This is an optimization exercise on Yosys and OpenROAD, whose aim is small area, not a production implementation. In this exercise RTL edits were held to simulation tests only and were not proved equivalent to the original. Power figures rest on the tool's default switching activity, not on a simulated workload.

--- flow/run.sh ---
#!/bin/bash
# synth_recipe.tcl (not shown) runs the flow's synth.tcl, then flattens the netlist and writes it again
# the make line also repeats each setting of config.mk as NAME=value (left out here)
make -C /OpenROAD-flow-scripts/flow DESIGN_CONFIG=/design/flow/config.mk WORK_HOME=/design/flow/orfs CLKGATE_MAP_FILE= SYNTH_SCRIPT=/design/flow/synth_recipe.tcl finish
--- flow/config.mk ---
export PLATFORM = sky130hd
export DESIGN_NAME = rv_top
export DESIGN_NICKNAME = rv_top
export VERILOG_FILES = /design/flow/design.v
export SDC_FILE = /design/flow/constraint.sdc
export NUM_CORES = 4
export LEC_CHECK = 0
export CAP_MARGIN = 20
export CORE_MARGIN = 2
export CORE_UTILIZATION = 40
export CTS_BUF_LIST = sky130_fd_sc_hd__clkbuf_4
export SLEW_MARGIN = 20
--- flow/constraint.sdc ---
create_clock -name core_clock -period 14.0 [get_ports {clk}]
set_input_delay 2.8000 -clock core_clock [delete_from_list [all_inputs] [get_ports {clk}]]
set_output_delay 2.8000 -clock core_clock [all_outputs]
set_load 0.01 [all_outputs]
--- flow/design.v ---
`default_nettype none
package rv_pkg;
    localparam int XLEN = 32;
    typedef logic [XLEN-1:0] word_t;
    typedef logic [4:0]      reg_addr_t;
    localparam word_t RESET_PC = 32'h0000_0000;
    typedef enum logic [6:0] {
        OPC_LOAD   = 7'b0000011,
        OPC_OP_IMM = 7'b0010011,
        OPC_AUIPC  = 7'b0010111,
        OPC_STORE  = 7'b0100011,
        OPC_OP     = 7'b0110011,
        OPC_LUI    = 7'b0110111,
        OPC_BRANCH = 7'b1100011,
        OPC_JALR   = 7'b1100111,
        OPC_JAL    = 7'b1101111,
        OPC_SYSTEM = 7'b1110011
    } opcode_e;
    typedef enum logic [3:0] {
        ALU_ADD,
        ALU_SUB,
        ALU_SLL,
        ALU_SLT,
        ALU_SLTU,
        ALU_XOR,
        ALU_SRL,
        ALU_SRA,
        ALU_OR,
        ALU_AND
    } alu_op_e;
    typedef enum logic [2:0] {
        FMT_R,
        FMT_I,
        FMT_S,
        FMT_B,
        FMT_U,
        FMT_J
    } fmt_e;
    typedef enum logic [1:0] {
        FETCH,
        EXECUTE,
        MEMORY,
        HALT
    } core_state_e;
    typedef struct packed {
        logic       cyc;
        logic       stb;
        logic       we;
        word_t      adr;
        word_t      dat_w;
        logic [3:0] sel;
    } wb_req_t;
    typedef struct packed {
        word_t dat_r;
        logic  ack;
    } wb_rsp_t;
    typedef struct packed {
        alu_op_e    alu_op;
        reg_addr_t  rd;
        reg_addr_t  rs1;
        reg_addr_t  rs2;
        word_t      imm;
        logic [2:0] funct3;
        logic       is_load;
        logic       is_store;
        logic       is_branch;
        logic       is_jal;
        logic       is_jalr;
        logic       is_lui;
        logic       is_auipc;
        logic       use_imm;
        logic       writes_rd;
        logic       is_ebreak;
    } decoded_t;
    typedef struct packed {
        word_t result;
        logic  jump_en;
        word_t jump_target;
    } exec_result_t;
endpackage
`default_nettype wire
`timescale 1ns/1ps
`default_nettype none
module rv_top (
    input  logic        clk,
    input  logic        reset,
    output logic        wb_cyc,
    output logic        wb_stb,
    output logic        wb_we,
    output logic [31:0] wb_adr,
    output logic [31:0] wb_dat_w,
    output logic [3:0]  wb_sel,
    input  logic [31:0] wb_dat_r,
    input  logic        wb_ack,
    output logic        halted
);
    localparam logic [2:0] S_INIT  = 3'd0;   
    localparam logic [2:0] S_FETCH = 3'd1;   
    localparam logic [2:0] S_WAIT1 = 3'd2;   
    localparam logic [2:0] S_EX1   = 3'd3;   
    localparam logic [2:0] S_MEM   = 3'd4;   
    localparam logic [2:0] S_WAIT2 = 3'd5;   
    localparam logic [2:0] S_EX2   = 3'd6;   
    localparam logic [2:0] S_HALT  = 3'd7;
    logic [2:0]  state;
    logic [3:0]  cnt;
    always_ff @(posedge clk or posedge reset) begin
        if (reset) cnt <= 4'd0;
        else       cnt <= cnt + 4'd1;
    end
    wire cnt0  = (cnt == 4'd0);
    wire cnt15 = (cnt == 4'd15);
    wire in_fetch  = (state == S_FETCH);
    wire in_mem    = (state == S_MEM);
    wire fetch_ack = in_fetch & wb_ack;
    wire mem_ack   = in_mem & wb_ack;
    wire r1   = (state == S_EX1) | (fetch_ack & cnt0);
    wire r2   = (state == S_EX2) | (mem_ack & cnt0);
    wire init = (state == S_INIT);
    logic [31:2] ir;
    wire  [31:2] inst = fetch_ack ? wb_dat_r[31:2] : ir;
    always_ff @(posedge clk) ir <= inst;
    wire [4:0] opc = inst[6:2];
    wire [2:0] f3  = inst[14:12];
    wire [4:0] rd  = inst[11:7];
    wire [4:0] rs1 = inst[19:15];
    wire [4:0] rs2 = inst[24:20];
    wire is_load   = ~opc[4] & ~opc[3] & ~opc[2];
    wire is_store  = ~opc[4] &  opc[3] & ~opc[2];
    wire is_ldst   = ~opc[4] & ~opc[2];
    wire is_alu    = ~opc[4] &  opc[2] & ~opc[0];
    wire is_op     = is_alu & opc[3];
    wire is_upper  = ~opc[4] &  opc[2] &  opc[0];
    wire is_lui    = is_upper & opc[3];
    wire is_auipc  = is_upper & ~opc[3];
    wire is_branch =  opc[4] & ~opc[2] & ~opc[0];
    wire is_jump   =  opc[4] &  opc[0];
    wire is_jal    =  opc[1];
    wire is_sys    =  opc[4] &  opc[2];
    wire is_shift  = is_alu & (f3[1:0] == 2'b01);
    wire is_slt    = is_alu & (f3[2:1] == 2'b01);
    logic [31:0] imm;
    always_comb begin
        if (is_upper)       imm = {inst[31:12], 12'd0};
        else if (is_jal)    imm = {{12{inst[31]}}, inst[19:12], inst[20], inst[30:21], 1'b0};
        else if (is_branch) imm = {{20{inst[31]}}, inst[7], inst[30:25], inst[11:8], 1'b0};
        else if (is_store)  imm = {{21{inst[31]}}, inst[30:25], inst[11:7]};
        else                imm = {{21{inst[31]}}, inst[30:20]};
    end
    wire imm_lo = imm[{cnt, 1'b0}];
    wire imm_hi = imm[{cnt, 1'b1}];
    logic [31:0] rf [1:31];
    logic [31:0] pcr;
    logic [31:0] head_lo, head_hi;
    assign head_lo[0] = 1'b0;
    assign head_hi[0] = 1'b0;
    genvar g;
    generate
        for (g = 1; g < 32; g++) begin : g_head
            assign head_lo[g] = rf[g][0];
            assign head_hi[g] = rf[g][1];
        end
    endgenerate
    wire rs1_lo = head_lo[rs1];
    wire rs1_hi = head_hi[rs1];
    wire rs2_lo = head_lo[rs2];
    wire rs2_hi = head_hi[rs2];
    wire pc_lo  = pcr[0];
    wire pc_hi  = pcr[1];
    logic ci;
    wire r2b  = r2 & is_branch;
    wire y_lo = r2b ? imm_lo : pc_lo;
    wire y_hi = r2b ? imm_hi : pc_hi;
    wire id_lo = y_lo ^ ci;
    wire ci_m  = ci & (y_lo ^ r2b);
    wire id_hi = y_hi ^ ci_m;
    always_ff @(posedge clk)
        ci <= cnt0 | (ci_m & (y_hi ^ r2b) & ~cnt15);
    logic c;       
    logic t;       
    logic sgn;     
    logic [5:0] sh;
    logic [31:0] dbuf;
    wire pc_sel   = (r1 & (is_jal | is_auipc)) | r2b;
    wire zero_sel = is_lui | is_shift;
    wire use_rs2  = r1 & (is_op | is_branch);
    wire op1_lo = pc_sel ? pc_lo : (~zero_sel & rs1_lo);
    wire op1_hi = pc_sel ? pc_hi : (~zero_sel & rs1_hi);
    wire op2_lo = use_rs2 ? rs2_lo : (r2b ? id_lo : imm_lo);
    wire op2_hi = use_rs2 ? rs2_hi : (r2b ? id_hi : imm_hi);
    wire sub = r1 & (is_branch | is_slt | (is_shift & ~f3[2]) |
                     (is_op & (f3 == 3'b000) & inst[30]));
    wire sflip = r1 & cnt15 & ((is_branch & ~f3[1]) | (is_slt & ~f3[0]));
    wire a_lo = op1_lo;
    wire b_lo = op2_lo ^ sub;
    wire a_hi = op1_hi ^ sflip;
    wire b_hi = op2_hi ^ sub ^ sflip;
    wire cin  = cnt0 ? sub : c;
    wire sum_lo = a_lo ^ b_lo ^ cin;
    wire c_m    = (a_lo & b_lo) | (a_lo & cin) | (b_lo & cin);
    wire sum_hi = a_hi ^ b_hi ^ c_m;
    wire cout   = (a_hi & b_hi) | (a_hi & c_m) | (b_hi & c_m);
    logic lg_lo, lg_hi;
    always_comb begin
        case (f3[1:0])
            2'b00:   begin lg_lo = op1_lo ^ op2_lo; lg_hi = op1_hi ^ op2_hi; end
            2'b10:   begin lg_lo = op1_lo | op2_lo; lg_hi = op1_hi | op2_hi; end
            default: begin lg_lo = op1_lo & op2_lo; lg_hi = op1_hi & op2_hi; end
        endcase
    end
    wire use_lg = is_alu & f3[2];
    wire alu_lo = use_lg ? lg_lo : sum_lo;
    wire alu_hi = use_lg ? lg_hi : sum_hi;
    wire t_acc = (t & ~cnt0) | sum_lo | sum_hi;
    wire t_fin = (is_branch & ~f3[2]) ? (~t_acc ^ f3[0]) : (~cout ^ (is_branch & f3[0]));
    always_ff @(posedge clk) begin
        c <= cout;
        if (r1) t <= cnt15 ? t_fin : t_acc;
    end
    always_ff @(posedge clk) begin
        if (r1 & ((is_shift & ~cnt[3] & ~(cnt[2] | (cnt[1] & cnt[0]))) | (is_ldst & cnt0)))
            sh <= {sum_hi, sum_lo, sh[5:2]};
    end
    wire [1:0] lane = sh[5:4];
    wire ld_c0 = r2 & cnt0;                  
    logic [4:0] tap_idx;
    always_comb begin
        if (is_load) tap_idx = ld_c0 ? {lane - 2'd1, 3'b110} : {lane, 3'b000};
        else         tap_idx = sh[4:0];
    end
    wire [63:0] dd = {dbuf, dbuf};
    wire [1:0]  tap = dd[tap_idx +: 2];
    wire [5:0] wrap_lo = {1'b0, cnt, 1'b0} + {1'b0, sh[4:0]};
    wire [5:0] wrap_hi = {1'b0, cnt, 1'b1} + {1'b0, sh[4:0]};
    wire fill_lo = f3[2] ? wrap_lo[5] : (~wrap_lo[5] & (|sh[4:0]));
    wire fill_hi = f3[2] ? wrap_hi[5] : (~wrap_hi[5] & (|sh[4:0]));
    wire fillv   = f3[2] & inst[30] & sgn;
    wire shr_lo  = fill_lo ? fillv : tap[0];
    wire shr_hi  = fill_hi ? fillv : tap[1];
    wire sb_rep = (f3[1:0] == 2'b00) & |cnt[3:2];
    wire sh_rep = (f3[1:0] == 2'b01) & cnt[3];
    wire st_lo = sb_rep ? dbuf[24] : sh_rep ? dbuf[16] : rs2_lo;
    wire st_hi = sb_rep ? dbuf[25] : sh_rep ? dbuf[17] : rs2_hi;
    wire din_lo = r2 ? dbuf[0] : (is_store ? st_lo : rs1_lo);
    wire din_hi = r2 ? dbuf[1] : (is_store ? st_hi : rs1_hi);
    wire dbuf_sh = (r1 & (is_store | is_shift)) | (r2 & (is_shift | (is_load & ~cnt0)));
    always_ff @(posedge clk) begin
        if (mem_ack)
            dbuf <= {wb_dat_r[1:0], wb_dat_r[31:2]};
        else if (dbuf_sh)
            dbuf <= {din_hi, din_lo, dbuf[31:2]};
    end
    logic [1:0] lane_w;
    always_comb begin
        case (lane)
            2'd0:    lane_w = wb_dat_r[1:0];
            2'd1:    lane_w = wb_dat_r[9:8];
            2'd2:    lane_w = wb_dat_r[17:16];
            default: lane_w = wb_dat_r[25:24];
        endcase
    end
    wire [1:0] ld_raw = mem_ack ? lane_w : tap;
    wire ld_ext = (f3[1:0] == 2'b00) ? |cnt[3:2] : (f3[1:0] == 2'b01) ? cnt[3] : 1'b0;
    wire ld_lo  = ld_ext ? (~f3[2] & sgn) : ld_raw[0];
    wire ld_hi  = ld_ext ? (~f3[2] & sgn) : ld_raw[1];
    always_ff @(posedge clk) begin
        if (r2 & is_load & (cnt == {1'b0, f3[0], 2'b11}))
            sgn <= ld_raw[1];
        else if (r1 & is_shift & cnt15)
            sgn <= rs1_hi;
    end
    wire wr1 = (is_alu & ~is_shift & ~is_slt) | is_upper | is_jump;
    wire wr2 = is_load | is_shift | is_slt;
    wire wen = (r1 & wr1) | (r2 & wr2);
    logic w_lo, w_hi;
    always_comb begin
        if (r2) begin
            if (is_load)     begin w_lo = ld_lo;      w_hi = ld_hi;  end
            else if (is_slt) begin w_lo = cnt0 & t;   w_hi = 1'b0;   end
            else             begin w_lo = shr_lo;     w_hi = shr_hi; end
        end else if (is_jump) begin
            w_lo = id_lo; w_hi = id_hi;
        end else begin
            w_lo = alu_lo; w_hi = alu_hi;
        end
    end
    generate
        for (g = 1; g < 32; g++) begin : g_ring
            wire we_g = wen && (rd == g);
            always_ff @(posedge clk)
                rf[g] <= {we_g ? w_hi : rf[g][1], we_g ? w_lo : rf[g][0], rf[g][31:2]};
        end
    endgenerate
    wire last    = init | (r1 & ~is_ldst & ~is_shift & ~is_slt) | r2;
    wire npc_alu = is_jump | r2b;
    wire npc_lo  = ~init & ~cnt0 & (npc_alu ? sum_lo : id_lo);
    wire npc_hi  = ~init & (npc_alu ? sum_hi : id_hi);
    always_ff @(posedge clk)
        pcr <= {last ? npc_hi : pcr[1], last ? npc_lo : pcr[0], pcr[31:2]};
    logic [31:2] adr;
    wire adr_ld = r1 & is_ldst;
    always_ff @(posedge clk) begin
        if ((last | adr_ld) & ~cnt0)
            adr <= {adr_ld ? sum_hi : npc_hi, adr_ld ? sum_lo : npc_lo, adr[31:4]};
    end
    always_ff @(posedge clk or posedge reset) begin
        if (reset) begin
            state <= S_INIT;
        end else begin
            case (state)
                S_INIT:  if (cnt15) state <= S_FETCH;
                S_FETCH: if (wb_ack) state <= cnt0 ? S_EX1 : S_WAIT1;
                S_WAIT1: if (cnt15) state <= S_EX1;
                S_EX1:   if (cnt15) state <= is_sys ? S_HALT :
                                             is_ldst ? S_MEM :
                                             (is_shift | is_slt | (is_branch & t_fin)) ? S_EX2 :
                                             S_FETCH;
                S_MEM:   if (wb_ack) state <= cnt0 ? S_EX2 : S_WAIT2;
                S_WAIT2: if (cnt15) state <= S_EX2;
                S_EX2:   if (cnt15) state <= S_FETCH;
                default: ;
            endcase
        end
    end
    wire [3:0] sel_b = 4'b0001 << lane;
    wire [3:0] sel_h = lane[1] ? 4'b1100 : 4'b0011;
    assign wb_cyc   = in_fetch | in_mem;
    assign wb_stb   = wb_cyc;
    assign wb_we    = in_mem & ~ir[6] & ir[5] & ~ir[4];
    assign wb_adr   = {adr, 2'b00};
    assign wb_dat_w = dbuf;
    assign wb_sel   = ir[13] ? 4'b1111 : ir[12] ? sel_h : sel_b;
    assign halted   = (state == S_HALT);
endmodule
`default_nettype wire
==> impl_metrics.ini, run 1 <==
[cts]
cts_setup_buffers = 0
tritoncts = built
root_buffer = clkbuf_4
clock_sinks = 1133
clkSlewWorstSetupHoldPaths_ns = 0.06
insertion_delay_ns = 1.01
htree_num_levels = 5
cts_hold_buf = 0
ctsResizeCount = 0
cts_buffers = 286
clock_path_buffers = 4

[power]
p_leak_nw = 14.0
clockPowerShare_pct = 43.0
vdd_drop_max_v = 0.0000889
internal-power_w = 0.00479
p_comb_share_pct = 2.6
seqPwrFrac_pct = 54.3
pwr_density_cell_nw_per_um2 = 172
power_switching_w = 0.00127
p_sw_share_pct = 20.9

[synth]
ys_warn_count = 2
synth_top_cell_by_area = dfxtp_1
synth.top_cell.area_share_pct = 71.1
yosysSeqAreaShare_pct = 78.8
yosysUniqueCellTypes = 88
synth_edf_count = 70
synthTopCellsByArea = dfxtp_1 71%, edfxtp_1 7.1%, mux2_2 3.0%, mux2i_1 2.9%, mux4_2 1.9%
synthArstFlopShare_pct = 0.618
ys_ff_latch = 1133
synth.avg_cell_area_um2 = 15.3
ys.flop_type = dfxtp_1
syn_area_um2 = 29700
syn_inst = 1948

[timing]
rsz0062_at_grt = false
hold_viol = 0
timing.setup.tns_ns = 0
fmax_mhz = 123
finalCritPeriodShare_pct = 58.0
clock_skew_ns = 0.0778
layout_min_cycle_time_ns = 8.13
drv_slew = 0
maxSlewHeadroom_pct = 32.6
setup_violations = 0
tightest_slew_ns = 1.01

[drt]
first_iter_violations = 859
ant_nets = 0
drc = 0
drtPass1Iterations = 5
wl_per_cell_um = 17.4
dr_total_vias = 15700
avgViaCountPerCell = 4.57
routed_wl_um = 59900

[floorplanning]
rows = 99
die_area_um2 = 76500
dieHeight_um = 277
start_util_pct = 40.6
ios = 107
core_um2 = 73200
die_w_um = 277

[grt]
gr-usage-met2_pct = 24.9
grt_max_degree = 44
grt-ovfl-total = 0
met1_usage_pct = 19.1
antenna_found_initial = 3
busiest_layer = met2
grt_pass1_vias = 16200
met3_usage_pct = 4.67
grt_pass1_wl_um = 90900
grt_usage_pct = 15.7

[worst_setup_path]
cp.arrival_ns = 9.02
startpoint_type = input port
ff2ff_path_depth = 20
r2r-end = state[0]$_DFFE_PP0P_
cp.required_ns = 14.90
rr_startpoint = state[1]$_DFFE_PP0P_
path_cells = clkdlybuf4s50_1 > and4bb_1 > buf_4 > mux2_2 > mux2i_1 > mux2i_1 > mux2i_1 > mux2i_1 > mux2i_1 > o31a_1 > inv_2 > fa_1 > fa_1 > a211oi_1 > nor2_1 > a21oi_1 > xnor2_1 > a21oi_1 > a31oi_1 > o211ai_1 > o311a_1
cp_common_cell = mux2i_1
crit_slowest_cell = mux2_2
worstSetupPathType = input port to flip-flop
slowest_delay_ns = 0.91
reg2reg_slack_ns = 7.55
cp-end-kind = flip-flop
cp_max_fo = 36

[placed_design]
dp.cells = 2964
gp_congestion = 0.901
dpl.hpwl_um = 40100
io_buffers = 104

[finish]
syn_to_final_growth_pct = 18.6
stdcell_count = 3436
drive_above_1_share_pct = 24.3
layout.cells.most_common = dfxtp_1
mostFrequentLayoutCells = 1056 x dfxtp_1, 413 x clkbuf_4, 119 x nand2_1, 104 x clkdlybuf4s50_1, 85 x mux2i_1
multiInputGateArea_um2 = 5880
fin_nets = 2346
num-fill-cells = 6392
seq_area_um2 = 23400

[min_path]
hp-start = rf[3][26]$_DFF_P_
hp-class = flip-flop to flip-flop
hold_path_end = rf[3][24]$_DFF_P_
hold_depth = 0

[run_status]
status = timing/DRC/antenna clean

[job]
maxCapViolCount = 0
-- metrics by stage --
step | total power, W | area (um2) | hold slack [ns] | utilization (%) | setup WS, ns
6_report | 0.00606 | 35200 | 0.263 | 48.1 | 5.87
2_1_floorplan | 0.00345 | 29700 | 0.310 | - | 6.81
3_5_place_dp | 0.00353 | 31700 | 0.312 | 43.3 | 4.82
3_3_place_gp | 0.00353 | 31700 | 0.310 | 43.3 | 4.88
5_1_grt | 0.00636 | 35200 | 0.251 | 48.1 | 5.54
4_1_cts | 0.00618 | 35200 | 0.243 | 48.1 | 5.99
-- critical path: cells and delay by family --
family                   cells  cell delay [ns]
adder cells (fa/ha/maj)      2             1.00
buffers and inverters        3             1.10
XOR/XNOR                     1             0.08
AND/OR/NAND/NOR              2             0.32
multiplexers                 6             1.94
AO/OA/AOI/OAI                7             1.70
-- logic make-up (layout without fill, tap and decap cells) --
group           after synthesis  after routing  share of synthesized area, %
flops                      1133           1133                          78.8
simple gates                311            311                          4.87
mux                         231            231                          9.95
compound gates              153            153                          3.68
buf+inv                      90            611                          1.55
fa+ha+maj                    17             17                         0.766
xor+xnor                     12             12                         0.354
other cells                   1              9                        0.0126
-- state kept, by name (all words and copies together), names as in the netlist --
| name | cells |
|---|---|
| c | 1 |
| adr | 30 |
| state | 3 |
| ir | 30 |
| pcr | 32 |
| rf | 992 |
| t | 1 |
| ci | 1 |
| sgn | 1 |
| sh | 6 |
| cnt | 4 |
| dbuf | 32 |
-- per-layer routing --
metal	part of all wire, %	vias to the layer above
met2	47	521
met3	5.2	134
met4	3.2	0
li1	-	7522
met5	0	-
met1	45	7521
-- power groups by stage --
stage / sequential [W] / clock (W) / combinational (W)
2_1_floorplan: 0.00336 / 0 / 0.0000947
3_3_place_gp: 0.00336 / 0 / 0.000161
3_5_place_dp: 0.00336 / 0 / 0.000162
4_1_cts: 0.00329 / 0.00272 / 0.000161
5_1_grt: 0.00329 / 0.00290 / 0.000171
6_report: 0.00329 / 0.00261 / 0.000160
-- final cells by class --
| class | count | share of cell area (%) |
|---|---|---|
| sequential | 1133 | 66.5 |
| multi-input combinational | 726 | 16.7 |
| clock buffer | 413 | 8.80 |
| tap | 959 | 3.41 |
| timing repair buffer | 114 | 3.22 |
| clock inverter | 51 | 1.02 |
| inverter | 33 | 0.352 |
| antenna | 7 | 0.0497 |
-- worst max-delay path by stage --
stage | depth (start not counted) | end | slack (ns) | start
5_1_grt | 21 | state[0]$_DFFE_PP0P_ | 5.54 | wb_ack
3_3_place_gp | 21 | state[0]$_DFFE_PP0P_ | 4.88 | wb_ack
6_report | 21 | state[0]$_DFFE_PP0P_ | 5.87 | wb_ack
2_1_floorplan | 23 | state[0]$_DFFE_PP0P_ | 6.81 | wb_ack
4_1_cts | 21 | state[0]$_DFFE_PP0P_ | 5.99 | wb_ack
3_5_place_dp | 21 | state[0]$_DFFE_PP0P_ | 4.82 | wb_ack
-- synthesized netlist by cell type (9+ instances only) --
cell type / instances
inv_1: 22
a31oi_1: 9
nand2_1: 119
a21oi_1: 28
mux4_2: 25
nor2_1: 81
nor3_1: 13
dfxtp_1: 1056
mux2_2: 78
clkbuf_1: 19
mux2_4: 18
mux2i_1: 85
ha_1: 15
mux2_1: 12
buf_2: 17
a211oi_1: 9
buf_6: 9
nand3_1: 45
buf_4: 9
inv_2: 9
edfxtp_1: 70
o21ai_0: 28
==> run 2: changes to the inputs <==
--- a/flow/config.mk
+++ b/flow/config.mk
@@ -8,5 +8,6 @@
 export CAP_MARGIN = 20
 export CORE_MARGIN = 2
 export CORE_UTILIZATION = 40
-export CTS_BUF_LIST = sky130_fd_sc_hd__clkbuf_4
+export CTS_CLUSTER_DIAMETER = 120
+export CTS_CLUSTER_SIZE = 32
 export SLEW_MARGIN = 20
==> run 2 against run 1 <==
Net effect: utilization down 3.1 points; still clean; synthesized cell count unchanged; cell area down 6.5%; non-clock buffer count unchanged; critical path depth unchanged; area after synthesis unchanged; routed wire length down 5.0%; total power down 19%; cell count down 12%; clock-buffer cell count down 364; clock power down 43%.
==> impl_metrics.ini, run 2 <==
[cts]
ctsResizeCount = 0
root_buffer = clkbuf_16
cts_setup_buffers = 0
cts_hold_buf = 0
clkSlewWorstSetupHoldPaths_ns = 0.12
cts_buffers = 42
tritoncts = built
htree_num_levels = 2
clock_path_buffers = 3
clock_sinks = 1133
insertion_delay_ns = 0.63

[worst_setup_path]
slowest_delay_ns = 0.90
r2r-end = state[0]$_DFFE_PP0P_
path_cells = clkdlybuf4s50_1 > and4bb_1 > buf_4 > mux2_2 > mux2i_1 > mux2i_1 > mux2i_1 > mux2i_1 > mux2i_1 > o31a_1 > inv_2 > fa_1 > fa_1 > a211oi_1 > nor2_1 > a21oi_1 > xnor2_1 > a21oi_1 > a31oi_1 > o211ai_1 > o311a_1
ff2ff_path_depth = 21
cp.required_ns = 14.56
cp-end-kind = flip-flop
startpoint_type = input port
reg2reg_slack_ns = 7.51
cp-startpoint = wb_ack
worstSetupPathType = input port to flip-flop
crit_slowest_cell = mux2_2
cp_common_cell = mux2i_1
cp_max_fo = 36
cp.arrival_ns = 8.99
rr_startpoint = state[1]$_DFFE_PP0P_

[grt]
grt_pass1_wl_um = 84800
antenna_found_initial = 1
grt_usage_pct = 14.6
grt-ovfl-total = 0
grt_pass1_vias = 13800
grt_max_degree = 44

[timing]
timing.setup.tns_ns = 0
clock_skew_ns = 0.0449
final.setup.worst_slack_ns = 5.58
maxSlewHeadroom_pct = 33.4
tightest_slew_ns = 0.999
setup_violations = 0
finalCritPeriodShare_pct = 60.2
fmax_mhz = 119
hold_viol = 0
drv_slew = 0
layout_min_cycle_time_ns = 8.42
rsz0062_at_grt = false

[power]
p_sw_share_pct = 20.7
p_comb_share_pct = 3.2
internal-power_w = 0.00391
vdd_drop_max_v = 0.0000816
clockPowerShare_pct = 30.0
pwr_density_cell_nw_per_um2 = 150
power_w = 0.00493
p_leak_nw = 12.5
power_switching_w = 0.00102
seqPwrFrac_pct = 66.8

[synth]
synthTopCellsByArea = dfxtp_1 71%, edfxtp_1 7.1%, mux2_2 3.0%, mux2i_1 2.9%, mux4_2 1.9%
synth_edf_count = 70
ys.flop_type = dfxtp_1
synth_common_cells = 1056 x dfxtp_1, 119 x nand2_1, 85 x mux2i_1, 81 x nor2_1, 78 x mux2_2
yosysMostFrequentCell = dfxtp_1
synth.top_cell.area_share_pct = 71.1
yosysUniqueCellTypes = 88
syn_area_um2 = 29700
yosysSeqAreaShare_pct = 78.8
synthArstFlopShare_pct = 0.618
synth.avg_cell_area_um2 = 15.3
synth_top_cell_by_area = dfxtp_1
ys_ff_latch = 1133
ys_warn_count = 2
syn_inst = 1948

[finish]
largest_reg_flops = 992
regMostFlops = rf
stdcell_count = 3021
reg_top3 = rf (992), dbuf (32), pcr (32)
mostFrequentLayoutCells = 1056 x dfxtp_1, 119 x nand2_1, 104 x clkdlybuf4s50_1, 85 x mux2i_1, 79 x nor2_1
syn_to_final_growth_pct = 10.8
fin_nets = 2102
final_core_util_pct = 45.0
drive_above_1_share_pct = 10.6
layout.cells.most_common = dfxtp_1

[floorplanning]
die_w_um = 277
die_area_um2 = 76500
rows = 99
ios = 107
core_um2 = 73200
start_util_pct = 40.6
dieHeight_um = 277

[min_path]
hold_path_end = rf[9][2]$_DFF_P_
hold_depth = 0
hp-start = rf[9][4]$_DFF_P_
hp-class = flip-flop to flip-flop

[placed_design]
place_ws_ns = 4.82
gp_congestion = 0.901
dpl.hpwl_um = 40100
io_buffers = 104
dp.cells = 2964

[drt]
first_iter_violations = 1052
dr_total_vias = 14100
routed_wl_um = 56900
drc = 0
avgViaCountPerCell = 4.68
ant_nets = 0
wl_per_cell_um = 18.8
drtPass1Iterations = 5

[job]
maxCapViolCount = 0

[run_status]
status = timing/DRC/antenna clean
[run 2: how the worst max path moves through the flow]
stage                                      end  slack (ns)  depth (start not counted)
after global routing      state[0]$_DFFE_PP0P_        5.10                         21
after CTS                 state[0]$_DFFE_PP0P_        5.51                         21
after detailed placement  state[0]$_DFFE_PP0P_        4.82                         21
after global placement    state[0]$_DFFE_PP0P_        4.88                         21
final                     state[0]$_DFFE_PP0P_        5.58                         21
after floorplan           state[0]$_DFFE_PP0P_        6.81                         23
[run 2: final cells by class]
class                           instances  area (um2)
Clock inverter                          6        92.6
Inverter                               33         124
Clock buffer                           49        1090
Timing Repair Buffer                  114        1130
Sequential cell                      1133       23400
Multi-Input combinational cell        726        5880
Antenna cell                            1        2.50
Fill cell                            6430       40300
Tap cell                              959        1200
[run 2: per-stage QoR]
step	hold slack [ns]	area, um2
2_1_floorplan	0.310	29700
6_report	0.296	32900
5_1_grt	0.293	32900
3_3_place_gp	0.310	31700
4_1_cts	0.298	32900
3_5_place_dp	0.312	31700
[run 2: cell families (layout without fill, tap and decap cells)]
family / count (synthesis) / count (layout) / synth area share [%]
AND/OR/NAND/NOR: 311 / 311 / 4.87
flip-flops: 1133 / 1133 / 78.8
AO/OA/AOI/OAI: 153 / 153 / 3.68
multiplexers: 231 / 231 / 9.95
adder cells (fa/ha/maj): 17 / 17 / 0.766
XOR/XNOR: 12 / 12 / 0.354
other: 1 / 3 / 0.0126
buffers and inverters: 90 / 202 / 1.55
[run 2: routing by layer]
layer	vias up	part of all wire, %	track usage (%)
met5	-	0	0
met4	0	3.6	5.72
met3	119	4.2	2.21
met2	375	45	23.8
met1	6872	47	19.6
li1	6767	-	-
[run 2: critical path: cells and delay by family]
| kind | cells | cell delay (ns) |
|---|---|---|
| xor gates and xnor gates | 1 | 0.08 |
| adders and majority gates | 2 | 0.99 |
| muxes | 6 | 1.94 |
| AOI/OAI and AO/OA | 7 | 1.68 |
| and+or+nand+nor | 2 | 0.33 |
| buffers and inverters | 3 | 1.09 |
[run 2: power by group through the flow]
stage          clock [W]  sequential [W]  combinational [W]
2_1_floorplan          0         0.00336          0.0000947
3_3_place_gp           0         0.00336           0.000161
3_5_place_dp           0         0.00336           0.000162
4_1_cts          0.00153         0.00329           0.000161
5_1_grt          0.00165         0.00329           0.000171
6_report         0.00148         0.00329           0.000159
==> run 3: changes to the inputs <==
--- a/flow/config.mk
+++ b/flow/config.mk
@@ -8,6 +8,6 @@
 export CAP_MARGIN = 20
 export CORE_MARGIN = 2
 export CORE_UTILIZATION = 40
-export CTS_CLUSTER_DIAMETER = 120
-export CTS_CLUSTER_SIZE = 32
+export CTS_CLUSTER_DIAMETER = 100
+export CTS_CLUSTER_SIZE = 24
 export SLEW_MARGIN = 20
==> run 3 against run 2 <==
Net effect: still clean on timing, DRC and antenna; sequential power about the same; clock power up 14%; register-to-register slack about the same; utilization up 0.50 points; die area unchanged; synthesized cell count unchanged; flip-flop and latch count unchanged; via count up 0.62%; maximum frequency up 0.53%; clock-buffer cell count up 14.
==> impl_metrics.ini, run 3 <==
[run_status]
status = timing/DRC/antenna clean

[floorplanning]
start_util_pct = 40.6
die_w_um = 277
ios = 107
die_area_um2 = 76500
dieHeight_um = 277
core_um2 = 73200
rows = 99

[worst_setup_path]
r2r-end = state[0]$_DFFE_PP0P_
cp.required_ns = 14.58
worstSetupPathType = input port to flip-flop
startpoint_type = input port
cp.arrival_ns = 8.96
ff2ff_path_depth = 20
cp-end-kind = flip-flop
cp_max_fo = 36
rr_startpoint = state[1]$_DFFE_PP0P_
reg2reg_slack_ns = 7.52

[placed_design]
dpl.hpwl_um = 40100
io_buffers = 104
dpl-instance-area_um2 = 31700
gp_congestion = 0.901

[timing]
maxSlewHeadroom_pct = 33.3
clock_skew_ns = 0.0468
rsz0062_at_grt = false
drv_slew = 0
timing.setup.tns_ns = 0
tightest_slew_ns = 1.00
finalCritPeriodShare_pct = 59.8
setup_violations = 0
layout_min_cycle_time_ns = 8.38
hold_viol = 0
fmax_mhz = 119

[min_path]
hold_depth = 0
hp-class = flip-flop to flip-flop
hp-start = rf[6][10]$_DFF_P_
hold_path_end = rf[6][8]$_DFF_P_

[finish]
multiInputGateArea_um2 = 5880
seq_area_um2 = 23400
largest_reg_flops = 992
fin_area_um2 = 33300
regMostFlops = rf
layout.cells.most_common = dfxtp_1
fin_nets = 2115
num-fill-cells = 6392
syn_to_final_growth_pct = 12.1
mostFrequentLayoutCells = 1056 x dfxtp_1, 119 x nand2_1, 104 x clkdlybuf4s50_1, 85 x mux2i_1, 79 x nor2_1
reg_top3 = rf (992), dbuf (32), pcr (32)
final_core_util_pct = 45.5
drive_above_1_share_pct = 11.3

[grt]
grt_max_degree = 44
antenna_found_initial = 1
busiest_layer = met2
met1_usage_pct = 19.7
grt_usage_pct = 14.7
met3_usage_pct = 2.23
gr-usage-met2_pct = 24.1
grt-ovfl-total = 0
grt_pass1_wl_um = 85700
grt_pass1_vias = 14000

[synth]
synth.top_cell.area_share_pct = 71.1
ys.flop_type = dfxtp_1
synth_top_cell_by_area = dfxtp_1
synth_common_cells = 1056 x dfxtp_1, 119 x nand2_1, 85 x mux2i_1, 81 x nor2_1, 78 x mux2_2
synth_adder_area_share_pct = 0.766
yosysSeqAreaShare_pct = 78.8
syn_inst = 1948
synthTopCellsByArea = dfxtp_1 71%, edfxtp_1 7.1%, mux2_2 3.0%, mux2i_1 2.9%, mux4_2 1.9%
synthArstFlopShare_pct = 0.618
synth-compound-area-share_pct = 3.68
yosys.area_share.simple_pct = 4.87
ys_warn_count = 2
syn_area_um2 = 29700
yosysUniqueCellTypes = 88
synthMuxAreaShare_pct = 9.95
synth_xor_area_share_pct = 0.354
synth.avg_cell_area_um2 = 15.3
synth_edf_count = 70
synth_top_family_by_area = multiplexers
ys_ff_latch = 1133
yosysMostFrequentCell = dfxtp_1

[cts]
cts_hold_buf = 0
cts_setup_buffers = 0
cts_buffers = 55
clock_sinks = 1133
tritoncts = built
insertion_delay_ns = 0.64
htree_num_levels = 2
clkSlewWorstSetupHoldPaths_ns = 0.10
root_buffer = clkbuf_16
ctsResizeCount = 0
clock_path_buffers = 3

[drt]
routed_wl_um = 57100
first_iter_violations = 1027
dr_total_vias = 14200
wl_per_cell_um = 18.8
ant_nets = 0
avgViaCountPerCell = 4.68
drtPass1Iterations = 5
drc = 0

[power]
vdd_drop_max_v = 0.0000856
pwr_density_cell_nw_per_um2 = 154
p_leak_nw = 12.7

[job]
maxCapViolCount = 0
==> run 3: cell count changes in the layout (fill, tap and decap cells not counted) <==
cell,before,now
clkbuf_16,42,57
clkbuf_8,1,0
clkinv_16,1,0
clkinv_2,0,1
diode_2,1,2
inv_12,0,1
inv_16,1,2
inv_6,3,2
==> run 3: worst max-delay path by stage <==
| stage | from | endpoint | slack, ns | cells after the start |
|---|---|---|---|---|
| after floorplan | wb_ack | state[0]$_DFFE_PP0P_ | 6.81 | 23 |
| after global placement | wb_ack | state[0]$_DFFE_PP0P_ | 4.88 | 21 |
| after detailed placement | wb_ack | state[0]$_DFFE_PP0P_ | 4.82 | 21 |
| after CTS | wb_ack | state[0]$_DFFE_PP0P_ | 5.55 | 21 |
| after global routing | wb_ack | state[0]$_DFFE_PP0P_ | 5.12 | 21 |
| final | wb_ack | state[0]$_DFFE_PP0P_ | 5.62 | 21 |
==> run 3: per-layer routing <==
layer  routed length (um)  up-vias
met1                26400     6906
met3                 2440      118
met4                 2070        0
li1                     -     6820
met5                    0        -
met2                26200      376
==> run 3: kinds of logic (layout without fill, tap and decap cells) <==
group	count (synthesis)	after routing
multiplexers	231	231
XOR/XNOR	12	12
AO/OA/AOI/OAI	153	153
flip-flops	1133	1133
buffers and inverters	90	217
AND/OR/NAND/NOR	311	311
adder cells (fa/ha/maj)	17	17
other	1	4
==> run 3: worst max-delay path: stages <==
cell,delay [ns]
clkdlybuf4s50_1,0.62
and4bb_1,0.23
buf_4,0.40
mux2_2,0.90
mux2i_1,0.28
mux2i_1,0.10
mux2i_1,0.20
mux2i_1,0.12
mux2i_1,0.33
o31a_1,0.24
inv_2,0.06
fa_1,0.44
fa_1,0.55
a211oi_1,0.51
nor2_1,0.09
a21oi_1,0.17
xnor2_1,0.08
a21oi_1,0.26
a31oi_1,0.13
o211ai_1,0.19
o311a_1,0.19
==> run 3: stage by stage <==
stage | total power, W | hold slack (ns) | std cells | setup slack (ns)
floorplan | 0.00345 | 0.310 | 1949 | 6.81
finish | 0.00513 | 0.302 | 3037 | 5.62
global placement | 0.00353 | 0.310 | 2964 | 4.88
CTS | 0.00520 | 0.300 | 3034 | 5.55
detailed placement | 0.00353 | 0.312 | 2964 | 4.82
global route | 0.00533 | 0.299 | 3035 | 5.12
==> run 3: report_power, final <==
| part | internal, W | leakage (nW) | switching, W |
|---|---|---|---|
| Clock | 0.000747 | 0.756 | 0.000933 |
| Sequential | 0.00327 | 9.26 | 0.0000166 |
| Combinational | 0.0000607 | 2.65 | 0.0000986 |
==> run 3: layout make-up <==
| cell class | instances | area share [%] |
|---|---|---|
| clock inverter | 7 | 0.286 |
| antenna | 2 | 0.0150 |
| timing repair buffer | 114 | 3.39 |
| sequential | 1133 | 70.3 |
| inverter | 33 | 0.372 |
| tap | 959 | 3.60 |
| multi-input combinational | 726 | 17.7 |
| clock buffer | 63 | 4.35 |
==> run 4: changes to the inputs <==
--- a/flow/config.mk
+++ b/flow/config.mk
@@ -8,6 +8,4 @@
 export CAP_MARGIN = 20
 export CORE_MARGIN = 2
 export CORE_UTILIZATION = 40
-export CTS_CLUSTER_DIAMETER = 100
-export CTS_CLUSTER_SIZE = 24
 export SLEW_MARGIN = 20
==> run 4 against run 3 <==
Net effect: combinational power about the same; sequential power barely moved; non-clock buffer count did not move; sequential share of layout area is 4.2 points lower; largest power group unchanged; highest routed layer unchanged.
==> impl_metrics.ini, run 4 <==
[run_status]
status = timing/DRC/antenna clean

[finish]
layout.cells.most_common = dfxtp_1
largest_reg_flops = 992
mostFrequentLayoutCells = 1056 x dfxtp_1, 119 x nand2_1, 107 x clkbuf_16, 104 x clkdlybuf4s50_1, 85 x mux2i_1
drive_above_1_share_pct = 15.4
regMostFlops = rf
final_core_util_pct = 48.4
stdcell_count = 3155
syn_to_final_growth_pct = 19.2
reg_top3 = rf (992), dbuf (32), pcr (32)
fin_nets = 2162

[timing]
finalCritPeriodShare_pct = 60.1
maxSlewHeadroom_pct = 34.0
setup_violations = 0
rsz0062_at_grt = false
drv_slew = 0
timing.setup.tns_ns = 0
hold_ws_ns = 0.288
hold_viol = 0
tightest_slew_ns = 0.990
clock_skew_ns = 0.0394
fmax_mhz = 119
layout_min_cycle_time_ns = 8.42

[placed_design]
io_buffers = 104
dpl.hpwl_um = 40100
gp_congestion = 0.901
dp.cells = 2964

[worst_setup_path]
startpoint_type = input port
path_cells = clkdlybuf4s50_1 > and4bb_1 > buf_4 > mux2_2 > mux2i_1 > mux2i_1 > mux2i_1 > mux2i_1 > mux2i_1 > o31a_1 > inv_2 > fa_1 > fa_1 > a211oi_1 > nor2_1 > a21oi_1 > xnor2_1 > a21oi_1 > a31oi_1 > o211ai_1 > o311a_1
cp.required_ns = 14.59
cp_common_cell = mux2i_1
cp.arrival_ns = 9.00
reg2reg_slack_ns = 7.50
cp_max_fo = 36
worstSetupPathType = input port to flip-flop
cp-end-kind = flip-flop
crit_slowest_cell = mux2_2
slowest_delay_ns = 0.91

[power]
p_comb_share_pct = 2.5
p_leak_nw = 13.7
seqPwrFrac_pct = 51.8
vdd_drop_max_v = 0.0000979
p_sw_share_pct = 20.0
pwr_density_cell_nw_per_um2 = 179
power_w = 0.00636
power_switching_w = 0.00127
clockPowerShare_pct = 45.7
internal-power_w = 0.00509

[drt]
drc = 0
drtPass1Iterations = 8
ant_nets = 0
first_iter_violations = 904
routed_wl_um = 58800
wl_per_cell_um = 18.6
dr_total_vias = 14600
avgViaCountPerCell = 4.62

[synth]
synthArstFlopShare_pct = 0.618
synth_top_cell_by_area = dfxtp_1
ys_ff_latch = 1133
syn_inst = 1948
syn_area_um2 = 29700
yosysUniqueCellTypes = 88
ys.flop_type = dfxtp_1
synth_edf_count = 70
synth.avg_cell_area_um2 = 15.3
synth_common_cells = 1056 x dfxtp_1, 119 x nand2_1, 85 x mux2i_1, 81 x nor2_1, 78 x mux2_2
ys_warn_count = 2
yosysSeqAreaShare_pct = 78.8
yosysMostFrequentCell = dfxtp_1
synth.top_cell.area_share_pct = 71.1
synthTopCellsByArea = dfxtp_1 71%, edfxtp_1 7.1%, mux2_2 3.0%, mux2i_1 2.9%, mux4_2 1.9%

[floorplanning]
die_area_um2 = 76500
die_w_um = 277
dieHeight_um = 277
ios = 107
rows = 99
core_um2 = 73200
start_util_pct = 40.6

[min_path]
hp-class = flip-flop to flip-flop

[cts]
clock_path_buffers = 3
cts_buffers = 102
htree_num_levels = 3
clock_sinks = 1133
insertion_delay_ns = 0.65
clkSlewWorstSetupHoldPaths_ns = 0.07
cts_setup_buffers = 0
cts_hold_buf = 0
tritoncts = built
ctsResizeCount = 0
root_buffer = clkbuf_16

[grt]
grt-ovfl-total = 0
antenna_found_initial = 3
grt_max_degree = 44
grt_pass1_vias = 14600
grt_usage_pct = 15.2
grt_pass1_wl_um = 88100

[job]
maxCapViolCount = 0
==> run 4: cell counts after synthesis <==
No cell type changed its count.
==> run 4: logic make-up (layout without fill, tap and decap cells) <==
| group | Yosys count | after routing | synth area share, % |
|---|---|---|---|
| AO/OA/AOI/OAI | 153 | 153 | 3.68 |
| XOR/XNOR | 12 | 12 | 0.354 |
| adder cells (fa/ha/maj) | 17 | 17 | 0.766 |
| buffers and inverters | 90 | 335 | 1.55 |
| flip-flops | 1133 | 1133 | 78.8 |
| multiplexers | 231 | 231 | 9.95 |
| other | 1 | 4 | 0.0126 |
| AND/OR/NAND/NOR | 311 | 311 | 4.87 |
==> run 4: power by group through the flow <==
stage               logic [W]  clock network, W  registers (W)
finish               0.000160           0.00290        0.00329
global route         0.000171           0.00312        0.00329
CTS                  0.000162           0.00299        0.00329
detailed placement   0.000162                 0        0.00336
global placement     0.000161                 0        0.00336
floorplan           0.0000947                 0        0.00336
==> run 4: final timing paths <==
path / cells past startpoint / from / end
setup / recovery: 21 / wb_ack / state[0]$_DFFE_PP0P_
hold / removal: 0 / rf[6][14]$_DFF_P_ / rf[6][12]$_DFF_P_
setup reg to reg: 21 / state[1]$_DFFE_PP0P_ / state[0]$_DFFE_PP0P_
hold reg to reg: 0 / rf[6][14]$_DFF_P_ / rf[6][12]$_DFF_P_
max in group asynchronous: 2 / reset / cnt[2]$_DFF_PP0_
min in group asynchronous: 2 / reset / cnt[0]$_DFF_PP0_
==> run 4: final cells by class <==
type	instances	area, um2
antenna	2	5.00
clock buffer	149	3060
clock inverter	39	606
fill	6208	37800
inverter	33	124
multi-input combinational	726	5880
sequential	1133	23400
tap	959	1200
timing repair buffer	114	1130
==> run 4: through the flow <==
step	instance area [um2]	worst slack, ns
floorplan	29700	6.81
global placement	31700	4.88
detailed placement	31700	4.82
CTS	35400	5.52
global route	35400	5.10
finish	35400	5.58
==> run 4: layer usage <==
metal / vias up / track usage [%] / part of all wire, %
li1: 6980 / - / -
met1: 7047 / 19.7 / 46
met2: 425 / 24.5 / 46
met3: 136 / 3.08 / 5.0
met4: 0 / 7.10 / 3.6
met5: - / 0 / 0
==> run 4: critical path: cells and delay by family <==
family                   cells  cell delay, ns
AO/OA/AOI/OAI                7            1.72
XOR/XNOR                     1            0.08
adder cells (fa/ha/maj)      2            0.99
buffers and inverters        3            1.08
multiplexers                 6            1.94
AND/OR/NAND/NOR              2            0.33
==> run 5: changes to the inputs <==
--- a/flow/design.v
+++ b/flow/design.v
@@ -114,12 +114,13 @@
     wire in_mem    = (state == S_MEM);
     wire fetch_ack = in_fetch & wb_ack;
     wire mem_ack   = in_mem & wb_ack;
-    wire r1   = (state == S_EX1) | (fetch_ack & cnt0);
+    wire r1   = (state == S_EX1);
     wire r2   = (state == S_EX2) | (mem_ack & cnt0);
     wire init = (state == S_INIT);
     logic [31:2] ir;
-    wire  [31:2] inst = fetch_ack ? wb_dat_r[31:2] : ir;
-    always_ff @(posedge clk) ir <= inst;
+    wire  [31:2] inst = ir;
+    always_ff @(posedge clk)
+        if (fetch_ack) ir <= wb_dat_r[31:2];
     wire [4:0] opc = inst[6:2];
     wire [2:0] f3  = inst[14:12];
     wire [4:0] rd  = inst[11:7];
@@ -309,7 +310,7 @@
         end else begin
             case (state)
                 S_INIT:  if (cnt15) state <= S_FETCH;
-                S_FETCH: if (wb_ack) state <= cnt0 ? S_EX1 : S_WAIT1;
+                S_FETCH: if (wb_ack) state <= cnt15 ? S_EX1 : S_WAIT1;
                 S_WAIT1: if (cnt15) state <= S_EX1;
                 S_EX1:   if (cnt15) state <= is_sys ? S_HALT :
                                              is_ldst ? S_MEM :
--- a/flow/config.mk
+++ b/flow/config.mk
@@ -8,4 +8,6 @@
 export CAP_MARGIN = 20
 export CORE_MARGIN = 2
 export CORE_UTILIZATION = 40
+export CTS_CLUSTER_DIAMETER = 100
+export CTS_CLUSTER_SIZE = 24
 export SLEW_MARGIN = 20
==> run 5 against run 4 <==
Net effect: area after synthesis is 2.2% lower; register-to-register slack lost 0.33 ns; maximum frequency grew 14%; clock power fell by 43%; via count down 2.0%; clock-buffer cell count fell by 84; sequential share of layout area up 6.5 points; hold slack better by 0.028 ns; critical endpoint is now rf[13][31]$_DFF_P_; largest cell class unchanged; largest power group unchanged.
==> impl_metrics.ini, run 5 <==
[worst_setup_path]
rr_startpoint = ir[6]$_DFFE_PP_
cp-end-kind = flip-flop
startpoint_type = input port
ff2ff_path_depth = 15
cp.required_ns = 14.54
reg2reg_slack_ns = 7.17
cp.arrival_ns = 7.91
worstSetupPathType = input port to flip-flop
r2r-end = rf[13][31]$_DFF_P_
cp_max_fo = 31

[placed_design]
dp.cells = 2961
dpl.hpwl_um = 37800
gp_congestion = 0.842
io_buffers = 104
place_ws_ns = 6.00

[drt]
drtPass1Iterations = 7
first_iter_violations = 1106
dr_total_vias = 14300
routed_wl_um = 55700
drc = 0
ant_nets = 0
wl_per_cell_um = 18.4
avgViaCountPerCell = 4.72

[timing]
fmax_mhz = 136
rsz0062_at_grt = false
drv_slew = 0
layout_min_cycle_time_ns = 7.37
finalCritPeriodShare_pct = 52.6
setup_violations = 0
clock_skew_ns = 0.0294
maxSlewHeadroom_pct = 25.3
hold_viol = 0
final.setup.worst_slack_ns = 6.63
tightest_slew_ns = 1.11
timing.setup.tns_ns = 0
hold_ws_ns = 0.316

[grt]
grt-ovfl-total = 0
grt_pass1_wl_um = 82900
antenna_found_initial = 0
grt_max_degree = 36
grt_usage_pct = 14.6
grt_pass1_vias = 13500

[power]
vdd_drop_max_v = 0.000115
pwr_density_cell_nw_per_um2 = 179
p_leak_nw = 12.5

[synth]
synthArstFlopShare_pct = 0.618
synth_edf_count = 100
yosysMostFrequentCell = dfxtp_1
ys_ff_latch = 1133
ys_warn_count = 2
syn_inst = 1960
yosysUniqueCellTypes = 81
synth_top_cell_by_area = dfxtp_1
ys.flop_type = dfxtp_1
syn_area_um2 = 29100
synth.top_cell.area_share_pct = 70.7
synth.avg_cell_area_um2 = 14.8
synthTopCellsByArea = dfxtp_1 71%, edfxtp_1 10%, mux4_2 2.9%, nand2_1 1.8%, nor2_1 1.5%
yosysSeqAreaShare_pct = 81.6
synth_common_cells = 1026 x dfxtp_1, 141 x nand2_1, 120 x nor2_1, 100 x edfxtp_1, 87 x a21oi_1

[floorplanning]
ios = 107
die_area_um2 = 74800
dieHeight_um = 274
die_w_um = 274
rows = 98
core_um2 = 71700
start_util_pct = 40.5

[finish]
regMostFlops = rf
largest_reg_flops = 992
mostFrequentLayoutCells = 1026 x dfxtp_1, 141 x nand2_1, 119 x nor2_1, 104 x clkdlybuf4s50_1, 100 x edfxtp_1
reg_top3 = rf (992), dbuf (32), pcr (32)
final_core_util_pct = 45.6
num-fill-cells = 6342
stdcell_count = 3032
syn_to_final_growth_pct = 12.4
drive_above_1_share_pct = 7.16
fin_nets = 2119
layout.cells.most_common = dfxtp_1

[cts]
clock_sinks = 1133
root_buffer = clkbuf_16
htree_num_levels = 2
clkSlewWorstSetupHoldPaths_ns = 0.09
cts_hold_buf = 0
cts_setup_buffers = 0
tritoncts = built
insertion_delay_ns = 0.65
ctsResizeCount = 0
cts_buffers = 54
clock_path_buffers = 3

[min_path]
hp-start = rf[19][4]$_DFF_P_
hold_path_end = rf[19][2]$_DFF_P_
hp-class = flip-flop to flip-flop
hold_depth = 0

[job]
maxCapViolCount = 0

[run_status]
status = timing/DRC/antenna clean
run 5: changes by cell type after synthesis, sizes merged, moves of 10 or more:
cell and delta:
mux4 +10, nor2 +38, nand2b +11, nand2 +20, buf -11, clkbuf +23, edfxtp +30, nor3 +10
nand3 -36, a31oi +34, a21oi +58, mux2 -91, dfxtp -30, mux2i -65
run 5: final cells by class:
| type | count | area, um2 | area share [%] |
|---|---|---|---|
| Clock buffer | 65 | 1410 | 4.33 |
| Inverter | 25 | 93.8 | 0.287 |
| Clock inverter | 5 | 105 | 0.322 |
| Multi-Input combinational cell | 734 | 5000 | 15.3 |
| Sequential cell | 1133 | 23700 | 72.6 |
| Tap cell | 950 | 1190 | 3.64 |
| Antenna cell | 1 | 2.50 | 0.00766 |
| Timing Repair Buffer | 119 | 1150 | 3.53 |
run 5: worst max-delay path by stage:
| stage | from | endpoint | slack, ns | cells after the start |
|---|---|---|---|---|
| 6_report | wb_ack | rf[13][31]$_DFF_P_ | 6.63 | 14 |
| 5_1_grt | wb_ack | rf[17][31]$_DFF_P_ | 6.43 | 14 |
| 4_1_cts | wb_ack | rf[17][31]$_DFF_P_ | 6.64 | 14 |
| 3_5_place_dp | wb_ack | rf[17][31]$_DFF_P_ | 6.00 | 14 |
| 3_3_place_gp | wb_ack | rf[17][31]$_DFF_P_ | 6.02 | 14 |
| 2_1_floorplan | wb_ack | rf[19][31]$_DFF_P_ | 7.70 | 16 |
run 5: worst max-delay path: stages:
cell and delay, ns:
clkdlybuf4s50_1 0.62, nor4bb_4 0.28, a22o_1 0.42, nand2_1 0.15, o21ai_0 0.24, mux2i_1 0.31, inv_1 0.11, fa_1 0.44
fa_1 0.62, a21oi_1 0.06, a311oi_1 0.28, a211o_1 0.25, nand4_2 0.81, a31oi_1 0.46
run 5: kinds of logic (layout without fill, tap and decap cells):
group                      after synthesis  count (layout)  synth area share (%)
DFF                                   1133            1133                  81.6
and+or+nand+nor                        368             368                  5.75
AOI/OAI and AO/OA                      253             253                  5.59
buffers and inverters                   94             214                  1.37
muxes                                   85              85                  4.64
adders and majority gates               17              17                 0.783
xor gates and xnor gates                 9               9                 0.271
other                                    1               3                0.0129
run 5: power breakdown:
part           internal [W]  switching, W
Sequential          0.00343      0.000121
Combinational      0.000213      0.000409
Clock              0.000727      0.000938
Total               0.00437       0.00147
run 5: through the flow:
stage	cell area, um2	power, W
5_1_grt	32700	0.00609
3_3_place_gp	31200	0.00424
4_1_cts	32700	0.00591
6_report	32700	0.00584
2_1_floorplan	29100	0.00399
3_5_place_dp	31200	0.00425
run 5: routing by layer:
metal	track usage (%)	vias up	routed length, um
met2	22.2	412	24600
li1	-	6829	-
met4	4.34	0	1420
met3	2.82	104	2750
met5	0	-	0
met1	21.2	6958	27000
==> run 6: changes to the inputs <==
==> flow/flow/run.sh (new file) <==
#!/bin/bash
# The standard layout (standard.sh) with two settings changed through the
# environment: clock tree synthesis without dummy loads, and the smallest
# buffer on each port. Each tool's output goes to the ORFS logs; make's output
# goes to standard.log here.
export CTS_ARGS="-sink_clustering_enable -repair_clock_nets -dont_use_dummy_load -sink_clustering_size 24 -sink_clustering_max_diameter 100"
export BUFFER_PORTS_ARGS="-buffer_cell sky130_fd_sc_hd__buf_1"
bash standard.sh > standard.log 2>&1
==> flow/standard.sh (new file) <==
#!/bin/bash
# synth_recipe.tcl (not shown) runs the flow's synth.tcl, then flattens the netlist and writes it again
# the make line also repeats each setting of config.mk as NAME=value (left out here)
make -C /OpenROAD-flow-scripts/flow DESIGN_CONFIG=/design/flow/config.mk WORK_HOME=/design/flow/orfs CLKGATE_MAP_FILE= SYNTH_SCRIPT=/design/flow/synth_recipe.tcl "${@:-finish}"
removed: flow/run.sh
==> run 6 against run 5 <==
Net effect: still clean on timing, DRC and antenna; clock skew is 0.063 ns higher; total power is 1.9% lower; routed wire length is 1.2% lower; critical path depth stayed put; hold slack worse by 0.031 ns; maximum frequency is 5.2% higher; combinational power is 4.5% lower; global-route usage is 0.17 points lower; critical endpoint is now rf[17][31]$_DFF_P_; largest power group unchanged; highest routed layer unchanged.
==> impl_metrics.ini, run 6 <==
[run_status]
status = timing/DRC/antenna clean

[cts]
htree_num_levels = 2
ctsResizeCount = 0
clkSlewWorstSetupHoldPaths_ns = 0.09
root_buffer = clkbuf_16
tritoncts = built
clock_path_buffers = 3
clock_sinks = 1133
insertion_delay_ns = 0.64
cts_buffers = 54
cts_setup_buffers = 0
cts_hold_buf = 0

[placed_design]
gp_congestion = 0.852
dpl.hpwl_um = 37500
place_ws_ns = 6.40
io_buffers = 104

[worst_setup_path]
cp.arrival_ns = 7.50
cp-end-kind = flip-flop
cp_max_fo = 31
startpoint_type = input port
worstSetupPathType = input port to flip-flop
cp.required_ns = 14.50
ff2ff_path_depth = 15

[synth]
synthArstFlopShare_pct = 0.618
synth_top_cell_by_area = dfxtp_1
synth_common_cells = 1026 x dfxtp_1, 141 x nand2_1, 120 x nor2_1, 100 x edfxtp_1, 87 x a21oi_1
ys_warn_count = 2
yosysMostFrequentCell = dfxtp_1
synth_edf_count = 100
syn_area_um2 = 29100
yosysSeqAreaShare_pct = 81.6
synthTopCellsByArea = dfxtp_1 71%, edfxtp_1 10%, mux4_2 2.9%, nand2_1 1.8%, nor2_1 1.5%
syn_inst = 1960
ys.flop_type = dfxtp_1
synth.top_cell.area_share_pct = 70.7
yosysUniqueCellTypes = 81
synth.avg_cell_area_um2 = 14.8
ys_ff_latch = 1133

[drt]
drc = 0
routed_wl_um = 55100
dr_total_vias = 14200
first_iter_violations = 933
wl_per_cell_um = 18.3
ant_nets = 0
avgViaCountPerCell = 4.70
drtPass1Iterations = 6

[grt]
grt_usage_pct = 14.5
grt_max_degree = 36
antenna_found_initial = 1
grt_pass1_wl_um = 82000
grt_pass1_vias = 13500
grt-ovfl-total = 0

[timing]
layout_min_cycle_time_ns = 7.00
finalCritPeriodShare_pct = 50.0
final.setup.worst_slack_ns = 7.00
hold_viol = 0
timing.setup.tns_ns = 0
setup_violations = 0
drv_slew = 0
tightest_slew_ns = 1.09
fmax_mhz = 143
rsz0062_at_grt = false
maxSlewHeadroom_pct = 27.2
clock_skew_ns = 0.0923

[floorplanning]
start_util_pct = 40.5
dieHeight_um = 274
die_w_um = 274
core_um2 = 71700
die_area_um2 = 74800
rows = 98
ios = 107

[power]
p_leak_nw = 12.2
power_w = 0.00573
vdd_drop_max_v = 0.000131
pwr_density_cell_nw_per_um2 = 180

[finish]
drive_above_1_share_pct = 6.97
mostFrequentLayoutCells = 1026 x dfxtp_1, 141 x nand2_1, 118 x nor2_1, 104 x buf_1, 100 x edfxtp_1
largest_reg_flops = 992
layout.cells.most_common = dfxtp_1
regMostFlops = rf
syn_to_final_growth_pct = 9.61
reg_top3 = rf (992), dbuf (32), pcr (32)
fin_nets = 2119

[job]
maxCapViolCount = 0

[min_path]
hold_depth = 0
hp-class = flip-flop to flip-flop
[run 6: cell types whose count changed in the layout (fill, tap and decap cells not counted), moves of 2 or more]
cell / delta
buf_1: +104
clkinv_16: -2
clkdlybuf4s50_1: -104
clkbuf_1: -10
[run 6: cell type report]
type	instances	area, um2
fillers	6372	39900
flip-flops and latches	1133	23700
multi-input cells	734	5000
clock buffers	54	1350
well taps	950	1190
repair buffers	119	503
inverters	25	93.8
diodes	1	2.50
[run 6: power breakdown]
group	switching [W]	internal (W)
Sequential	0.000117	0.00343
Combinational	0.000405	0.000189
Clock	0.000897	0.000686
[run 6: critical path, cell delays in order]
cell and delay [ns]:
buf_1 0.24, nor4bb_4 0.27, a22o_1 0.42, nand2_1 0.15, o21ai_0 0.24, mux2i_1 0.29, inv_1 0.11, fa_1 0.45
fa_1 0.61, a21oi_1 0.06, a311oi_1 0.28, a211o_1 0.25, nand4_2 0.82, a41oi_1 0.48
[run 6: cells by family after synthesis]
kind of cell	after synthesis	synth area share, %
simple gates	368	5.75
buf+inv	94	1.37
xor+xnor	9	0.271
other cells	1	0.0129
fa+ha+maj	17	0.783
flops	1133	81.6
mux	85	4.64
compound gates	253	5.59
[run 6: worst paths after layout]
kind | startpoint | endpoint | slack (ns)
worst max-delay path | wb_ack | rf[17][31]$_DFF_P_ | 7.00
worst min-delay path | rf[24][15]$_DFF_P_ | rf[24][13]$_DFF_P_ | 0.28
max in group asynchronous | reset | cnt[1]$_DFF_PP0_ | 11.50
worst min register to register | rf[24][15]$_DFF_P_ | rf[24][13]$_DFF_P_ | 0.28
min in group asynchronous | reset | state[1]$_DFFE_PP0P_ | 2.16
worst max register to register | ir[6]$_DFFE_PP_ | rf[17][31]$_DFF_P_ | 7.44
[run 6: per-layer routing]
metal | GRT usage [%] | share of wire, % | vias to the layer above | wire (um)
met3 | 2.12 | 4.6 | 115 | 2540
met5 | 0 | 0 | - | 0
li1 | - | - | 6807 | -
met2 | 21.3 | 43 | 367 | 23500
met1 | 21.4 | 49 | 6874 | 27000
met4 | 5.85 | 3.7 | 0 | 2040
[run 6: metrics by stage]
step                cell area (um2)  cells  util (%)  hold WS (ns)
floorplan                     29100   1961         -         0.310
global placement              30500   2961      42.5         0.310
detailed placement            30500   2961      42.5         0.312
CTS                           31900   3015      44.4         0.283
global route                  31900   3015      44.4         0.290
finish                        31900   3016      44.4         0.285
==> run 7: changes to the inputs <==
--- a/flow/design.v
+++ b/flow/design.v
@@ -114,13 +114,12 @@
     wire in_mem    = (state == S_MEM);
     wire fetch_ack = in_fetch & wb_ack;
     wire mem_ack   = in_mem & wb_ack;
-    wire r1   = (state == S_EX1);
+    wire r1   = (state == S_EX1) | (fetch_ack & cnt0);
     wire r2   = (state == S_EX2) | (mem_ack & cnt0);
     wire init = (state == S_INIT);
     logic [31:2] ir;
-    wire  [31:2] inst = ir;
-    always_ff @(posedge clk)
-        if (fetch_ack) ir <= wb_dat_r[31:2];
+    wire  [31:2] inst = fetch_ack ? wb_dat_r[31:2] : ir;
+    always_ff @(posedge clk) ir <= inst;
     wire [4:0] opc = inst[6:2];
     wire [2:0] f3  = inst[14:12];
     wire [4:0] rd  = inst[11:7];
@@ -310,7 +309,7 @@
         end else begin
             case (state)
                 S_INIT:  if (cnt15) state <= S_FETCH;
-                S_FETCH: if (wb_ack) state <= cnt15 ? S_EX1 : S_WAIT1;
+                S_FETCH: if (wb_ack) state <= cnt0 ? S_EX1 : S_WAIT1;
                 S_WAIT1: if (cnt15) state <= S_EX1;
                 S_EX1:   if (cnt15) state <= is_sys ? S_HALT :
                                              is_ldst ? S_MEM :
==> flow/flow/run.sh (replaced) <==
#!/bin/bash
# The standard layout (standard.sh), with three settings changed through the
# environment: clock tree synthesis without dummy loads, the smallest buffer
# on each port, and ORFS's power recovery (downsizing cells with slack).
export CTS_ARGS="-sink_clustering_enable -repair_clock_nets -dont_use_dummy_load -sink_clustering_size 24 -sink_clustering_max_diameter 100"
export BUFFER_PORTS_ARGS="-buffer_cell sky130_fd_sc_hd__buf_1"
export RECOVER_POWER=100
bash standard.sh > standard.log 2>&1
status=$?
cp standard.sh standard.sh.txt 2>/dev/null
exit $status
==> run 7 against run 6 <==
Net effect: the layout now fails its checks (max-capacitance violations, max-slew violations); clock skew down 0.041 ns; register-to-register slack worse by 2.5 ns; sequential power down 7.3%; largest power group unchanged.
==> impl_metrics.ini, run 7 <==
[drt]
first_iter_violations = 915
dr_total_vias = 14200
ant_nets = 0
drc = 0
wl_per_cell_um = 19.0
drtPass1Iterations = 7

[cts]
clock_path_buffers = 3
clock_sinks = 1133
cts_hold_buf = 0
root_buffer = clkbuf_16
tritoncts = built

[worst_setup_path]
ff2ff_path_depth = 19
worstSetupPathType = input port to flip-flop
r2r-end = state[0]$_DFFE_PP0P_
cp-end-kind = flip-flop
reg2reg_slack_ns = 4.97
startpoint_type = input port

[power]
p_comb_share_pct = 2.8
power_switching_w = 0.00101
pwr_density_cell_nw_per_um2 = 155
p_leak_nw = 12.3
clockPowerShare_pct = 31.6
vdd_drop_max_v = 0.0000960

[placed_design]
io_buffers = 104
place_ws_ns = 4.73
dpl-instance-area_um2 = 31100
gp_congestion = 0.872

[finish]
mostFrequentLayoutCells = 1056 x dfxtp_1, 120 x nand2_1, 103 x buf_1, 91 x mux2i_1, 79 x nor2_1
layout.cells.most_common = dfxtp_1
drive_above_1_share_pct = 8.79
regMostFlops = rf
syn_to_final_growth_pct = 8.67
reg_top3 = rf (992), dbuf (32), pcr (32)
fin_nets = 2113

[min_path]
hold_depth = 0
hold_path_end = rf[23][5]$_DFF_P_
hp-class = flip-flop to flip-flop

[synth]
yosysMostFrequentCell = dfxtp_1
synth_top_family_by_area = multiplexers
synthArstFlopShare_pct = 0.618
syn_inst = 1948
synth-compound-area-share_pct = 3.68
ys_ff_latch = 1133
yosysSeqAreaShare_pct = 78.8
yosys.area_share.simple_pct = 4.87
yosysUniqueCellTypes = 88
synth_top_cell_by_area = dfxtp_1
syn_area_um2 = 29700
ys_warn_count = 2
ys.flop_type = dfxtp_1

[floorplanning]
dieHeight_um = 277
rows = 99
core_um2 = 73200
die_w_um = 277
ios = 107

[timing]
hold_viol = 0
setup_violations = 0
maxSlewHeadroom_pct = -89.8
clock_skew_ns = 0.0511
fmax_mhz = 95.0
timing.setup.tns_ns = 0
drv_slew = 237
rsz0062_at_grt = false

[grt]
grt-ovfl-total = 0
grt_pass1_vias = 14200
grt_max_degree = 45
grt_pass1_wl_um = 86800
antenna_found_initial = 8

[job]
maxCapViolCount = 7

[run_status]
failed_checks = max-capacitance violations, max-slew violations
status = finished with violations
[run 7: cell types whose count changed after synthesis, sizes merged, moves of 11 or more]
cell,delta
buf,+11
dfxtp,+30
nand3,+36
clkbuf,-23
nor2,-38
a31oi,-34
mux2,+91
mux2i,+65
nand2,-20
nand2b,-11
edfxtp,-30
a21oi,-58
[run 7: worst max-delay path, stage by stage]
cell and delay, ns:
clkbuf_1 0.18, nand4bb_4 0.13, clkbuf_1 2.01, mux2i_1 1.79, mux2i_1 0.26, mux2i_1 0.27, mux2i_1 0.13, mux2i_1 0.46
o31a_1 0.24, inv_1 0.08, fa_1 0.44, fa_1 0.54, a211oi_1 0.53, nor2_1 0.09, a21oi_1 0.17, xnor2_1 0.09
a21oi_1 0.28, a31oi_1 0.13, o211ai_1 0.22, o311a_1 0.20
[run 7: cell families (layout without fill, tap and decap cells)]
| kind of cell | Yosys count | in the layout |
|---|---|---|
| flops | 1133 | 1133 |
| simple gates | 311 | 311 |
| mux | 231 | 231 |
| compound gates | 153 | 153 |
| buf+inv | 90 | 200 |
| fa+ha+maj | 17 | 17 |
| xor+xnor | 12 | 12 |
| other cells | 1 | 2 |
[run 7: through the flow]
| stage | total power [W] | hold slack [ns] | utilization (%) | cells |
|---|---|---|---|---|
| after floorplan | 0.00345 | 0.310 | - | 1949 |
| after global placement | 0.00351 | 0.310 | 42.4 | 2964 |
| after detailed placement | 0.00351 | 0.312 | 42.4 | 2964 |
| after CTS | 0.00508 | 0.303 | 44.3 | 3018 |
| after global routing | 0.00520 | 0.308 | 44.1 | 3018 |
| final | 0.00502 | 0.305 | 44.1 | 3018 |
[run 7: power by group through the flow]
| stage | Clock, W | Combinational (W) | Sequential, W |
|---|---|---|---|
| 2_1_floorplan | 0 | 0.0000947 | 0.00336 |
| 3_3_place_gp | 0 | 0.000143 | 0.00336 |
| 3_5_place_dp | 0 | 0.000145 | 0.00336 |
| 4_1_cts | 0.00165 | 0.000145 | 0.00329 |
| 5_1_grt | 0.00176 | 0.000152 | 0.00329 |
| 6_report | 0.00158 | 0.000141 | 0.00329 |
[run 7: final cells by class]
cell class | count | area [um2]
clock buffer | 54 | 1350
fill | 6533 | 40900
inverter | 33 | 124
multi-input combinational | 726 | 5760
sequential | 1133 | 23400
tap | 959 | 1200
timing repair buffer | 113 | 435
[run 7: worst max-delay path by stage]
stage / startpoint / endpoint / slack [ns]
global route: wb_ack / state[0]$_DFFE_PP0P_ / 2.82
floorplan: wb_ack / state[0]$_DFFE_PP0P_ / 6.81
finish: wb_ack / state[0]$_DFFE_PP0P_ / 3.47
detailed placement: wb_ack / state[0]$_DFFE_PP0P_ / 4.73
CTS: wb_ack / state[0]$_DFFE_PP0P_ / 5.37
global placement: wb_ack / state[0]$_DFFE_PP0P_ / 4.84
[run 7: routing by layer]
layer	up-vias	GRT usage, %	wire [um]
met5	-	0	0
met4	0	6.46	2290
met3	115	2.21	2670
met2	378	23.9	26000
met1	6873	20.1	26500
li1	6785	-	-

Check on run 7: ideal ports give 3.470 ns setup slack; a clkbuf_16 on the clock port and buf_2 on the inputs give 3.502 ns; moving port delays by the midpoint clock arrival (0.671 ns) as well gives 2.831 ns.
